From an optimization exercise on the open Yosys and OpenROAD flow, aimed at small area; shortcuts taken in it are not production practice. Function was checked by simulation only, so behaviour that the tests miss may differ from the original. Power figures rest on the tool's default switching activity, not on a simulated workload.

`flow/run.sh`:
```
#!/bin/bash
# synth_recipe.tcl (not shown) runs the flow's synth.tcl, then flattens the netlist and writes it again
# the make line also repeats each setting of config.mk as NAME=value (left out here)
make -C /OpenROAD-flow-scripts/flow DESIGN_CONFIG=/design/flow/config.mk WORK_HOME=/design/flow/orfs CLKGATE_MAP_FILE= SYNTH_SCRIPT=/design/flow/synth_recipe.tcl finish
```
`flow/config.mk`:
```
export PLATFORM = sky130hd
export DESIGN_NAME = register_file
export DESIGN_NICKNAME = register_file
export VERILOG_FILES = /design/flow/design.v
export SDC_FILE = /design/flow/constraint.sdc
export NUM_CORES = 4
export LEC_CHECK = 0
export CAP_MARGIN = 20
export CORE_MARGIN = 2
export CORE_UTILIZATION = 40
export SLEW_MARGIN = 20
```
`flow/constraint.sdc`:
```
create_clock -name core_clock -period 6.5 [get_ports {clk}]
set_input_delay 1.3000 -clock core_clock [delete_from_list [all_inputs] [get_ports {clk}]]
set_output_delay 1.3000 -clock core_clock [all_outputs]
set_load 0.01 [all_outputs]
```
`flow/design.v`:
```
module register_file #(
    parameter int unsigned XLEN  = 32,
    parameter int unsigned NREG  = 32,
    parameter int unsigned CNT_W = 32
) (
    input  logic                     clk,
    input  logic                     rst,
    input  logic                     RegWriteW,
    input  logic [$clog2(NREG)-1:0]  RdW,
    input  logic [XLEN-1:0]          ResultW,
    input  logic [$clog2(NREG)-1:0]  A1,
    input  logic [$clog2(NREG)-1:0]  A2,
    output logic [XLEN-1:0]          RD1,
    output logic [XLEN-1:0]          RD2,
    input  logic [$clog2(NREG)-1:0]  DbgA,
    output logic [XLEN-1:0]          DbgRD,
    output logic [CNT_W-1:0]         WriteCount
);
    localparam int unsigned AW = $clog2(NREG);
    logic [XLEN-1:0]  regs [NREG];
    logic [CNT_W-1:0] write_count;
    logic             write_fire;
    always_comb begin
        write_fire = RegWriteW && (RdW != '0);
    end
    always_ff @(posedge clk) begin
        if (rst) begin
            for (int unsigned i = 0; i < NREG; i++) begin
                regs[i] <= '0;
            end
            write_count <= '0;
        end else if (write_fire) begin
            regs[RdW]   <= ResultW;
            write_count <= write_count + CNT_W'(1);
        end
    end
    always_comb begin
        RD1 = regs[A1];
        RD2 = regs[A2];
        if (A1 == AW'(0)) begin
            RD1 = '0;
        end
        if (A2 == AW'(0)) begin
            RD2 = '0;
        end
    end
    always_comb begin
        DbgRD = regs[DbgA];
        if (DbgA == AW'(0)) begin
            DbgRD = '0;
        end
    end
    always_comb begin
        WriteCount = write_count;
    end
endmodule
```
==> results of run 1 <==
[per-stage QoR]
stage               setup slack, ps  power, mW  util [%]  hold slack [ps]  instance area [um^2]
finish                          682       18.0      45.5              490                 73000
floorplan                      2220       9.88         -              501                 64600
CTS                             885       18.0      45.5              494                 73000
global placement                911       11.2      43.1              475                 69200
detailed placement              901       11.2      43.1              482                 69200
global route                    638       18.4      45.5              515                 73000
[power breakdown]
| group | internal (mW) | switching (mW) | leakage [nW] |
|---|---|---|---|
| clock network | 3.93 | 2.92 | 1.86 |
| logic | 1.30 | 1.74 | 13.4 |
| registers | 7.84 | 0.284 | 10.0 |
| total | 13.1 | 4.94 | 25.3 |
[layer usage]
metal  GRT usage [%]  vias to the layer above
met3            8.23                      678
met1            41.3                    23500
met2            45.5                     3666
li1                -                    17800
met4            16.6                       10
met5               0                        -
[cell usage in the layout, fill, tap and decap left out, drive strengths merged, types with 3 or more instances in the layout]
master	synthesis	routed
o21ai	66	66
o31ai	18	18
and3b	3	3
and2	997	997
clkinvlp	0	6
inv	3	7
o2111ai	14	14
bufinv	0	16
nand4	19	19
nor3	11	11
a21oi	32	32
nand3	27	27
clkdlybuf4s50	0	156
and3	3	3
buf	181	233
a22oi	61	61
a2bb2oi	6	6
mux2i	431	431
mux2	39	39
nor2b	13	13
dfxtp	32	32
diode	0	4
or4	19	19
nand2	133	133
edfxtp	1024	1024
xor2	5	5
a21o	12	12
a31oi	96	96
and4	6	6
clkinv	2	49
or3	8	8
clkbuf	326	142
conb	1	32
mux4	652	652
a221oi	59	59
nor2	39	39
nand3b	5	5
a221o	96	96
or2	38	38
[how the worst max path moves through the flow]
stage                 start         to  slack, ps  cells past startpoint
global placement    DbgA[0]  DbgRD[24]        910                      8
finish                A2[2]     RD2[6]        680                      7
detailed placement  DbgA[0]   DbgRD[1]        900                      7
CTS                 DbgA[0]   DbgRD[1]        880                      7
floorplan           DbgA[0]  DbgRD[12]       2220                      7
global route        DbgA[0]   DbgRD[1]        640                      7
[critical path, cell delays in order]
cell	delay [ps]
clkbuf_8	510
nor2_4	30
buf_4	410
a221oi_1	460
o21ai_0	160
a31oi_1	800
clkdlybuf4s50_1	700
[flip-flops by register name, summed over array words and instances, names as in the netlist]
signal / count
regs: 1024
write_count: 32
[logic make-up (layout without fill, tap and decap cells)]
kind of cell    count (synthesis)  in the layout  synth area share [%]
mux                          1122           1122                  30.1
simple gates                 1325           1325                  12.2
buf+inv                       514            609                  3.54
fa+ha+maj                       1              1                0.0194
flops                        1056           1056                  48.7
xor+xnor                        5              5                0.0679
other cells                     1             36               0.00581
compound gates                462            462                  5.36
[area by class of cell]
type                            instances  area [um^2]
Fill cell                           14000        87400
Sequential cell                      1056        31400
Multi-Input combinational cell       2947        31300
Timing Repair Buffer                  392         3760
Clock buffer                          139         3020
Tap cell                             2160         2700
Clock inverter                         73          797
Inverter                                5         26.3
Antenna cell                            4         10.0
==> results.json, run 1 <==
{
  "status": "no timing/DRC/antenna violations",
  "grt_first_pass_wirelength_mm": 354,
  "fin_skew_ps": 8.29,
  "hp-class": "reg2reg",
  "first_global_vias": 45000,
  "yosysSeqAreaShare_pct": 48.7,
  "clk_latency_ps": 740,
  "gp_congestion": 0.923,
  "fin_crit_sh_pct": 89.5,
  "die_area_um2": 165000,
  "r2r_cells": 4,
  "ys_ff_latch": 1056,
  "avgSynthCellArea_um2": 14.4,
  "syn-cell-area_um2": 64500,
  "drt_first_pass_iters": 8,
  "yosysTopAreaCell": "edfxtp_1",
  "slew_headroom_pct": 22.0,
  "grt_start_max_net_pins": 57,
  "synth_common_cells": "edfxtp_1 (1024), and2_1 (996), mux4_2 (652)",
  "min_delay_path_depth": 2,
  "syn2layout_area_growth_pct": 13.1,
  "yosys_warnings": 1,
  "period_minus_slack_ps": 5820,
  "drc": 0,
  "place_hpwl_mm": 156,
  "num_rows": 147,
  "dp.cells": 6560,
  "nets": 4575,
  "track_usage_pct": 30.8,
  "die_y_um": 406,
  "numCtsBuffers": 117,
  "leakage_nw": 25.3,
  "reg2reg_from": "write_count[3]$_SDFFE_PP0P_",
  "cts_setup_buffers": 0,
  "fmax_mhz": 172,
  "initialDrtViolationCount": 7218,
  "grt_overflow": 0,
  "vias": 45700,
  "hold_end": "write_count[26]$_SDFFE_PP0P_",
  "core_area_um2": 160000,
  "power_density_nw_per_um2": 247,
  "io_buffers": 182,
  "async_flop_share_pct": 0,
  "reg2reg_slack_ps": 4260,
  "yosys.area.top_type_share_pct": 47.7,
  "rsz0062_at_grt": "no",
  "highest_layer": "met5",
  "worstPathRequired_ps": 5200,
  "ant_nets": 0,
  "cts_buffer_depth": 3,
  "worstSetupStartpointType": "input pin",
  "wl_met1_mm": 94.9,
  "die_w_um": 406,
  "tns_ps": 0,
  "routed_wirelength_mm": 255,
  "drive_above_1_share_pct": 25.8,
  "layout.cells.non_filler": 6776,
  "worstSetupEndpointType": "output port",
  "wl_per_cell_um": 37.6,
  "setup-violations-final": 0,
  "cts_resized": 0,
  "rr_endpoint": "write_count[23]$_SDFFE_PP0P_",
  "synth_edf_count": 1024,
  "synthFlopType": "edfxtp_1",
  "pin_count": 183,
  "cts_htree_levels": 3,
  "postCtsHoldBufs": 0,
  "ir_drop_v": 0.000264,
  "slew_viol_final": 0,
  "clkTransAtPathRegs_ps": 60,
  "finalHoldViolCount": 0,
  "initial_core_util_pct": 40.2,
  "drv_cap": 0,
  "cts_sinks": 1056,
  "dr_wl_met3_mm": 32.3,
  "synth_cell_types": 57,
  "via_per_inst": 6.74,
  "antenna_found_initial": 25,
  "cp_data_arrival_time_ps": 4520,
  "synth_area_leaders": "edfxtp_1 (48%), mux4_2 (23%), and2_1 (9.7%)",
  "hp-start": "write_count[26]$_SDFFE_PP0P_",
  "cts_root_buf": "clkbuf_16",
  "cts_tree": "done",
  "wl_met2_mm": 112,
  "synth_most_common_cell": "edfxtp_1",
  "worst_pin_slew_ps": 1170,
  "path_max_fanout": 46,
  "syn_inst": 4486,
  "criticalPathCategory": "in2out"
}
==> run 2, diff against run 1 <==
==> flow/design.v (replaced) <==
module rf_hold (input logic en, input logic en_n, input logic d, input logic q, output logic y);
    assign y = (en & d) | (en_n & q);
endmodule
module rf_oa22n (input logic a1, input logic a2, input logic b1, input logic b2, output logic y);
    assign y = ~((a1 | a2) & (b1 | b2));
endmodule
module rf_or2n (input logic a, input logic b, output logic y);
    assign y = ~(a | b);
endmodule
module rf_or16 (input logic [15:0] a, output logic y);
    assign y = |a;
endmodule
module rf_rdbit #(
    parameter int unsigned NROW = 31
) (
    input  logic [NROW:1] s,       
    input  logic [NROW:1] sel_n,   
    output logic          y
);
    logic [15:0] l1;
    for (genvar k = 0; k < 15; k++) begin : g_l1
        rf_oa22n u (.a1(s[2*k+1]), .a2(sel_n[2*k+1]), .b1(s[2*k+2]), .b2(sel_n[2*k+2]), .y(l1[k]));
    end
    rf_or2n u_last (.a(s[31]), .b(sel_n[31]), .y(l1[15]));
    rf_or16 u_out (.a(l1), .y(y));
endmodule
module register_file #(
    parameter int unsigned XLEN  = 32,
    parameter int unsigned NREG  = 32,
    parameter int unsigned CNT_W = 32
) (
    input  logic                     clk,
    input  logic                     rst,
    input  logic                     RegWriteW,
    input  logic [$clog2(NREG)-1:0]  RdW,
    input  logic [XLEN-1:0]          ResultW,
    input  logic [$clog2(NREG)-1:0]  A1,
    input  logic [$clog2(NREG)-1:0]  A2,
    output logic [XLEN-1:0]          RD1,
    output logic [XLEN-1:0]          RD2,
    input  logic [$clog2(NREG)-1:0]  DbgA,
    output logic [XLEN-1:0]          DbgRD,
    output logic [CNT_W-1:0]         WriteCount
);
    localparam int unsigned AW = $clog2(NREG);
    logic [NREG-1:1]  regs_n [XLEN];
    logic [NREG-1:1]  regs_d [XLEN];
    logic [CNT_W-1:0] write_count;
    logic             write_fire;
    logic [XLEN-1:0]  wdata_n;
    logic [NREG-1:1]  wen, wen_n;
    logic [NREG-1:1]  sel1_n, sel2_n, seld_n;
    assign write_fire = RegWriteW && (RdW != '0);
    assign wdata_n = ~(ResultW & {XLEN{~rst}});
    always_comb begin
        for (int unsigned i = 1; i < NREG; i++) begin
            wen[i]    = rst || (write_fire && (RdW == AW'(i)));
            wen_n[i]  = ~wen[i];
            sel1_n[i] = (A1 != AW'(i));
            sel2_n[i] = (A2 != AW'(i));
            seld_n[i] = (DbgA != AW'(i));
        end
    end
    for (genvar j = 0; j < XLEN; j++) begin : g_bit
        for (genvar i = 1; i < NREG; i++) begin : g_row
            rf_hold u_hold (.en(wen[i]), .en_n(wen_n[i]), .d(wdata_n[j]), .q(regs_n[j][i]), .y(regs_d[j][i]));
        end
        always_ff @(posedge clk) begin
            regs_n[j] <= regs_d[j];
        end
        rf_rdbit u_rd1 (.s(regs_n[j]), .sel_n(sel1_n), .y(RD1[j]));
        rf_rdbit u_rd2 (.s(regs_n[j]), .sel_n(sel2_n), .y(RD2[j]));
        rf_rdbit u_rdd (.s(regs_n[j]), .sel_n(seld_n), .y(DbgRD[j]));
    end
    always_ff @(posedge clk) begin
        if (rst) write_count <= '0;
        else     write_count <= write_count + CNT_W'(write_fire);
    end
    assign WriteCount = write_count;
endmodule
--- a/flow/config.mk
+++ b/flow/config.mk
@@ -9,3 +9,4 @@
 export CORE_MARGIN = 2
 export CORE_UTILIZATION = 40
 export SLEW_MARGIN = 20
+export SYNTH_HIERARCHICAL = 1
==> run 2 against run 1 <==
Effect of this change: the layout now fails its checks (setup timing); core utilization grew 4.4 points; first-iteration DRC count is 58% higher; via count rose by 17%; register-to-register slack worse by 340 ps; non-clock buffer count grew 75; critical path depth is 1 higher; global-route usage grew 13 points; count of clock-buffer cells in the layout up 12; critical endpoint is now DbgRD[30].
==> results.json, run 2 <==
{
  "synth_edf_count": 0,
  "worstSetupEndpointType": "output port",
  "drt_first_pass_iters": 12,
  "ant_nets": 0,
  "pre_cts_ws_ps": 460,
  "fin_crit_sh_pct": 102,
  "criticalPathCategory": "in2out",
  "clkTransAtPathRegs_ps": 50,
  "clk_latency_ps": 710,
  "num_rows": 121,
  "core_area_um2": 109000,
  "leakage_nw": 20.8,
  "cp_top_family": "simple AND/OR/NAND/NOR gates",
  "ir_drop_v": 0.000242,
  "power_density_nw_per_um2": 310,
  "setup-violations-final": 1,
  "wl_per_cell_um": 39.7,
  "synth_common_cells": "o22ai_1 (1440), dfxtp_1 (1024), a22o_1 (992)",
  "die_area_um2": 112000,
  "yosys.area.top_type_share_pct": 46.9,
  "synth_most_common_cell": "o22ai_1",
  "hp-class": "reg2reg",
  "yosys_warnings": 10,
  "path_max_fanout": 18,
  "largest-register": "regs_n",
  "grt_start_max_net_pins": 50,
  "syn_inst": 4443,
  "crit_buf_inv": 3,
  "so_faults": "setup timing",
  "crit_chain": "clkdlybuf4s50_1 -> and2_1 -> nand3_2 -> buf_12 -> o22ai_1 -> nor4_1 -> nand4_1 -> clkdlybuf4s50_1",
  "cts_root_buf": "clkbuf_16",
  "drv_cap": 0,
  "cts_resized": 0,
  "cts_sinks": 1024,
  "grt_overflow": 0,
  "finalHoldViolCount": 0,
  "vias": 53500,
  "gp_congestion": 1.02,
  "syn-cell-area_um2": 43800,
  "initialDrtViolationCount": 11400,
  "fmax_mhz": 150,
  "io_buffers": 182,
  "cts_buffer_depth": 3,
  "avgSynthCellArea_um2": 9.85,
  "first_global_vias": 48200,
  "yosysSeqAreaShare_pct": 46.9,
  "synthFlopType": "dfxtp_1",
  "die_y_um": 335,
  "reg2reg_from": "write_count[0]$_SDFF_PP0_",
  "initial_core_util_pct": 40.2,
  "synth_area_leaders": "dfxtp_1 (47%), o22ai_1 (21%), a22o_1 (20%)",
  "postCtsHoldBufs": 0,
  "via_per_inst": 8.23,
  "cts_tree": "done",
  "pin_count": 183,
  "drc": 0,
  "hp-start": "write_count[13]$_SDFF_PP0_",
  "period_minus_slack_ps": 6650,
  "finish.instance_area_um2": 54300,
  "synth_cell_types": 37,
  "layout_commonest_cell": "o22ai_1",
  "largest_reg_flops": 992,
  "rsz0062_at_grt": "no",
  "track_usage_pct": 43.8,
  "worstSetupStartpointType": "input pin",
  "top_regs": "regs_n x992, write_count x32",
  "holdWs_ps": 500,
  "max_stage_delay_ps": 990,
  "fin_skew_ps": 11.8,
  "cts_setup_buffers": 0,
  "die_w_um": 335,
  "path_common_cell": "clkdlybuf4s50_1",
  "status": "finished with violations",
  "layout_common_cells": "o22ai_1 (1440), dfxtp_1 (1024), a22o_1 (992)",
  "cp_data_arrival_time_ps": 5350,
  "slew_viol_final": 0,
  "syn2layout_area_growth_pct": 24.1,
  "worstPathRequired_ps": 5200,
  "drive_above_1_share_pct": 11.7,
  "grt_first_pass_wirelength_mm": 356,
  "numCtsBuffers": 110,
  "place_hpwl_mm": 150,
  "worst_pin_slew_ps": 1300,
  "antenna_found_initial": 8,
  "timing.final.ws_setup_ps": -151,
  "nets": 5048,
  "yosysTopAreaCell": "dfxtp_1",
  "critPathLaunch": "DbgA[3]",
  "cts_htree_levels": 3,
  "crit_slowest_cell": "nor4_1",
  "routed_wirelength_mm": 258,
  "async_flop_share_pct": 0,
  "slew_headroom_pct": 13.1,
  "placed_area_um2": 50500,
  "ys_ff_latch": 1024
}
[run 2: cell types whose count changed in the layout (fill, tap and decap cells not counted), moves of 106 or more]
cell,change
nor4_1,+385
mux4_2,-652
o22ai_1,+1440
nor2_1,+106
a22o_1,+992
and2_1,-992
dfxtp_1,+992
edfxtp_1,-1024
mux2i_1,-431
[run 2: metal layers]
layer	vias up	track usage [%]	routed length, um
met5	-	0.695	305
met4	12	30.3	23700
met3	1771	22.1	49100
met2	6248	56.6	93900
met1	24800	55.8	91400
li1	20700	-	-
[run 2: cell type report]
cell class,count,area [um^2]
antenna,7,17.5
clock buffer,151,3150
sequential,1024,20500
timing repair buffer,467,4800
multi-input combinational,3352,23300
tap,1414,1770
inverter,36,138
clock inverter,51,607
fill,9944,54400
[run 2: cells by family after synthesis]
group                      after synthesis  share of synthesized area, %
AOI/OAI and AO/OA                     2502                          41.5
xor gates and xnor gates                10                         0.200
and+or+nand+nor                        837                          10.8
adders and majority gates                2                        0.0572
buffers and inverters                   67                         0.595
muxes                                    1                        0.0257
DFF                                   1024                          46.9
[run 2: path summary, 6_finish.rpt]
check	to	slack [ps]	depth (start not counted)
worst max register to register	write_count[24]$_SDFF_PP0_	3920	6
worst max-delay path	DbgRD[30]	-150	8
worst min-delay path	write_count[13]$_SDFF_PP0_	500	2
worst min register to register	write_count[13]$_SDFF_PP0_	500	2
[run 2: stage by stage]
| stage | power [mW] | util, % | cells | setup TNS (ps) |
|---|---|---|---|---|
| 3_5_place_dp | 10.0 | 46.4 | 6291 | 0 |
| 3_3_place_gp | 10.0 | 46.4 | 6289 | 0 |
| 2_1_floorplan | 8.77 | - | 4443 | 0 |
| 6_report | 16.8 | 49.9 | 6502 | -151 |
| 5_1_grt | 17.1 | 49.9 | 6495 | 0 |
| 4_1_cts | 16.5 | 49.9 | 6493 | 0 |
[run 2: modules after synthesis, one instance, submodules excluded, excerpt]
module | times used | flops+latches
rf_or2n | 96 | 0
register_file | 1 | 1024
rf_hold | 992 | 0
rf_oa22n | 1440 | 0
rf_or16 | 96 | 0
[run 2: power breakdown]
group	leakage, nW	total, mW	internal [mW]	switching (mW)
clock network	1.86	6.68	3.86	2.82
registers	8.63	7.60	6.91	0.686
logic	10.3	2.53	1.06	1.46
[run 2: worst register-to-register path: stages (launching register included)]
cell and delay (ps):
dfxtp_1 360, ha_1 200, ha_1 230, nand4_2 190, or4_1 780, or4_1 590
a21oi_1 160
==> run 3, diff against run 2 <==
==> flow/flow/run.sh (new file) <==
#!/bin/bash
# Standard ORFS layout with three changes: ports buffered with the smallest
# buffer, a clock tree built from small clock buffers, and no dummy loads.
set -euo pipefail
W=$(pwd)
cat > "$W/own_config.mk" <<EOT
include $W/config.mk
export BUFFER_PORTS_ARGS = -buffer_cell sky130_fd_sc_hd__buf_1
export CTS_ARGS = -sink_clustering_enable -repair_clock_nets -dont_use_dummy_load -sink_clustering_size 20 -buf_list {sky130_fd_sc_hd__clkbuf_4 sky130_fd_sc_hd__clkbuf_8}
EOT
sed "s#DESIGN_CONFIG=[^ ]*#DESIGN_CONFIG=$W/own_config.mk#" standard.sh > own_standard.sh
bash own_standard.sh finish > "$W/orfs_make.log" 2>&1
==> flow/standard.sh (new file) <==
#!/bin/bash
# synth_recipe.tcl (not shown) runs the flow's synth.tcl, then flattens the netlist and writes it again
# the make line also repeats each setting of config.mk as NAME=value (left out here)
make -C /OpenROAD-flow-scripts/flow DESIGN_CONFIG=/design/flow/config.mk WORK_HOME=/design/flow/orfs CLKGATE_MAP_FILE= SYNTH_SCRIPT=/design/flow/synth_recipe.tcl "${@:-finish}"
==> flow/config.mk (replaced) <==
export PLATFORM = sky130hd
export DESIGN_NAME = register_file
export DESIGN_NICKNAME = register_file
export VERILOG_FILES = /design/flow/design.v
export SDC_FILE = /design/flow/constraint.sdc
export NUM_CORES = 4
export LEC_CHECK = 0
export CAP_MARGIN = 10
export CORE_MARGIN = 2
export CORE_UTILIZATION = 55
export SETUP_SLACK_MARGIN = 0.2
export SLEW_MARGIN = 10
export SYNTH_HIERARCHICAL = 1
removed: flow/run.sh
==> run 3 against run 2 <==
Effect of this change: fails the layout checks on capacitance limit, slew limit, setup timing; hold slack better by 2.5 ps; combinational power decreased by 7%; first-iteration DRC count increased by 11%; flip-flop and latch count unchanged; final cell count decreased by 6.4%; global-route usage up 18 points; register-to-register slack hardly changed; critical endpoint is now RD1[18]; largest power group unchanged; highest routed layer unchanged.
==> results.json, run 3 <==
{
  "status": "finished with violations",
  "so_faults": "capacitance limit, slew limit, setup timing",
  "cp_data_arrival_time_ps": 5210,
  "die_area_um2": 81800,
  "power_density_nw_per_um2": 292,
  "tns_ps": -18.9,
  "wl_per_cell_um": 43.6,
  "yosysSeqAreaShare_pct": 46.9,
  "ir_drop_v": 0.000218,
  "worstPathRequired_ps": 5200,
  "layout_common_cells": "o22ai_1 (1440), dfxtp_1 (1024), a22o_1 (992)",
  "die_w_um": 286,
  "ant_nets": 0,
  "regArea_um2": 20500,
  "clk_latency_ps": 880,
  "fin_crit_sh_pct": 100,
  "rr_endpoint": "write_count[22]$_SDFF_PP0_",
  "grt_first_pass_wirelength_mm": 362,
  "synthFlopType": "dfxtp_1",
  "place_hpwl_mm": 154,
  "critPathLaunch": "A1[1]",
  "initial_core_util_pct": 55.5,
  "cts_root_buf": "clkbuf_8",
  "via_per_inst": 9.11,
  "min_delay_path_depth": 2,
  "ys_ff_latch": 1024,
  "postCtsHoldBufs": 0,
  "timing.final.ws_setup_ps": -12.5,
  "avgSynthCellArea_um2": 9.85,
  "track_usage_pct": 61.6,
  "rsz0062_at_grt": "no",
  "nFillCells": 6838,
  "total_power_mw": 14.8,
  "holdWs_ps": 503,
  "largest_reg_flops": 992,
  "syn-cell-area_um2": 43800,
  "finalHoldViolCount": 0,
  "criticalPathCategory": "in2out",
  "gp_congestion": 1.06,
  "path_max_fanout": 17,
  "num_rows": 103,
  "synth_edf_count": 0,
  "hold_end": "write_count[23]$_SDFF_PP0_",
  "top_regs": "regs_n x992, write_count x32",
  "pin_count": 183,
  "placed_area_um2": 48100,
  "die_y_um": 286,
  "setup-violations-final": 2,
  "period_minus_slack_ps": 6510,
  "cts_resized": 0,
  "syn2layout_area_growth_pct": 15.4,
  "slew_viol_final": 5,
  "final_core_util_pct": 64.0,
  "cts_setup_buffers": 0,
  "finish.instance_area_um2": 50500,
  "vias": 55400,
  "hp-class": "reg2reg",
  "synth_cell_types": 37,
  "worst_pin_slew_ps": 1710,
  "cts_sinks": 1024,
  "drt_first_pass_iters": 17,
  "numCtsBuffers": 170,
  "drive_above_1_share_pct": 11.5,
  "r2r_cells": 6,
  "fin_skew_ps": 41.6,
  "async_flop_share_pct": 0,
  "worstSetupStartpointType": "input pin",
  "cts_tree": "done",
  "cts_buffer_depth": 3,
  "largest-register": "regs_n",
  "routed_wirelength_mm": 265,
  "io_buffers": 182,
  "reg2reg_from": "write_count[0]$_SDFF_PP0_",
  "synth_common_cells": "o22ai_1 (1440), dfxtp_1 (1024), a22o_1 (992)",
  "grt_overflow": 0,
  "hp-start": "write_count[23]$_SDFF_PP0_",
  "initialDrtViolationCount": 12600,
  "syn_inst": 4443,
  "yosys_warnings": 10,
  "nets": 5071,
  "multi_input_area_um2": 23300,
  "reg2reg_slack_ps": 3930,
  "yosys.area.top_type_share_pct": 46.9,
  "synth_most_common_cell": "o22ai_1",
  "antenna_found_initial": 21,
  "drv_cap": 3,
  "worstSetupEndpointType": "output port",
  "fmax_mhz": 154,
  "leakage_nw": 19.2,
  "slew_headroom_pct": -15.0,
  "first_global_vias": 49900,
  "cts_htree_levels": 4,
  "core_area_um2": 78900,
  "yosysTopAreaCell": "dfxtp_1",
  "synth_area_leaders": "dfxtp_1 (47%), o22ai_1 (21%), a22o_1 (20%)",
  "clkTransAtPathRegs_ps": 60,
  "grt_start_max_net_pins": 54,
  "drc": 0,
  "layout_commonest_cell": "o22ai_1"
}
## run 3: cell count changes in the layout (fill, tap and decap cells not counted), sizes merged
cell / delta
bufinv: -12
clkinvlp: -4
buf: +143
clkbuf: +20
clkinv: -45
inv: +10
clkdlybuf4s50: -181
diode: +14
## run 3: cell type report
type                            count  share of cell area (%)
Timing Repair Buffer              430                    5.53
Tap cell                         1050                    2.60
Multi-Input combinational cell   3352                    46.2
Antenna cell                       21                   0.104
Inverter                           36                   0.268
Sequential cell                  1024                    40.6
Clock buffer                      170                    4.63
## run 3: cell families (layout without fill, tap and decap cells)
family,after synthesis,count (layout),share of synthesized area (%)
XOR/XNOR,10,10,0.200
AND/OR/NAND/NOR,837,837,10.8
multiplexers,1,1,0.0257
buffers and inverters,67,636,0.595
adder cells (fa/ha/maj),2,2,0.0572
AO/OA/AOI/OAI,2502,2502,41.5
flip-flops,1024,1024,46.9
other,0,21,0
## run 3: layer usage
| metal | GRT usage (%) | share of wire [%] | up-vias |
|---|---|---|---|
| li1 | - | - | 20600 |
| met1 | 71.4 | 33 | 25500 |
| met2 | 75.3 | 35 | 6955 |
| met3 | 44.8 | 21 | 2374 |
| met4 | 46.3 | 11 | 40 |
| met5 | 8.37 | 0.33 | - |
## run 3: worst max-delay path by stage
stage	endpoint	slack [ps]
floorplan	RD1[0]	2360
global placement	DbgRD[21]	810
detailed placement	RD2[18]	820
CTS	RD2[18]	830
global route	RD1[18]	250
finish	RD1[18]	-10
## run 3: critical path, cell delays in order
cell     delay, ps
buf_1          630
nor2b_1        230
nand2_2        720
o22ai_1        210
nor4_1        1430
nand4_1        430
buf_1          250
## run 3: power breakdown
group          total, mW  internal [mW]  switching, mW
clock               4.80           2.29           2.50
sequential          7.61           6.92          0.689
combinational       2.36          0.847           1.51
## run 3: stage by stage
| stage | worst slack, ps | std cells |
|---|---|---|
| after floorplan | 2360 | 4443 |
| after global placement | 814 | 5891 |
| after detailed placement | 818 | 5892 |
| after CTS | 827 | 6062 |
| after global routing | 248 | 6065 |
| final | -12.5 | 6083 |
## run 3: modules after synthesis, one instance, submodules excluded, excerpt
module	flops+latches	cell area (um^2)	times used
register_file	1024	22700	1
rf_or16	0	31.3	96
rf_hold	0	8.76	992
rf_oa22n	0	6.26	1440
rf_or2n	0	3.75	96

==> afterwards: timing with drivers on the ports <==
No port has a modelled driver above. Below, the same layouts with a new extraction and two added sets of constraints. Step 1, drivers: a clkbuf_16 drives clk and a buf_2 each remaining input, both assumed. Step 2 adds t to the input delays and takes it off the output delays; t is the mean of the earliest and latest rising clock arrival at the registers after step 1. Input paths then give back, and output paths get back, about the clock's delay inside the block. Slacks: ideal / step 1 / step 2; pairs: ideal / step 1.
run | t (ns) | setup slack, ns | worst setup path after step 2 | clock arrival spread, ns | worst data-port slew with drivers (ns)
run 1 | 0.833 | 0.682 / 0.621 / 0.621 | input to output | 0.042 / 0.042 | 0.18
run 2 | 0.802 | -0.151 / -0.179 / -0.179 | input to output | 0.038 / 0.038 | 0.28
run 3 | 0.940 | -0.013 / -0.143 / -0.143 | input to output | 0.096 / 0.096 | 0.13
For run 3, which loses most, drivers alone change the setup slack by -0.130 ns; drivers and shift together by -0.130 ns.
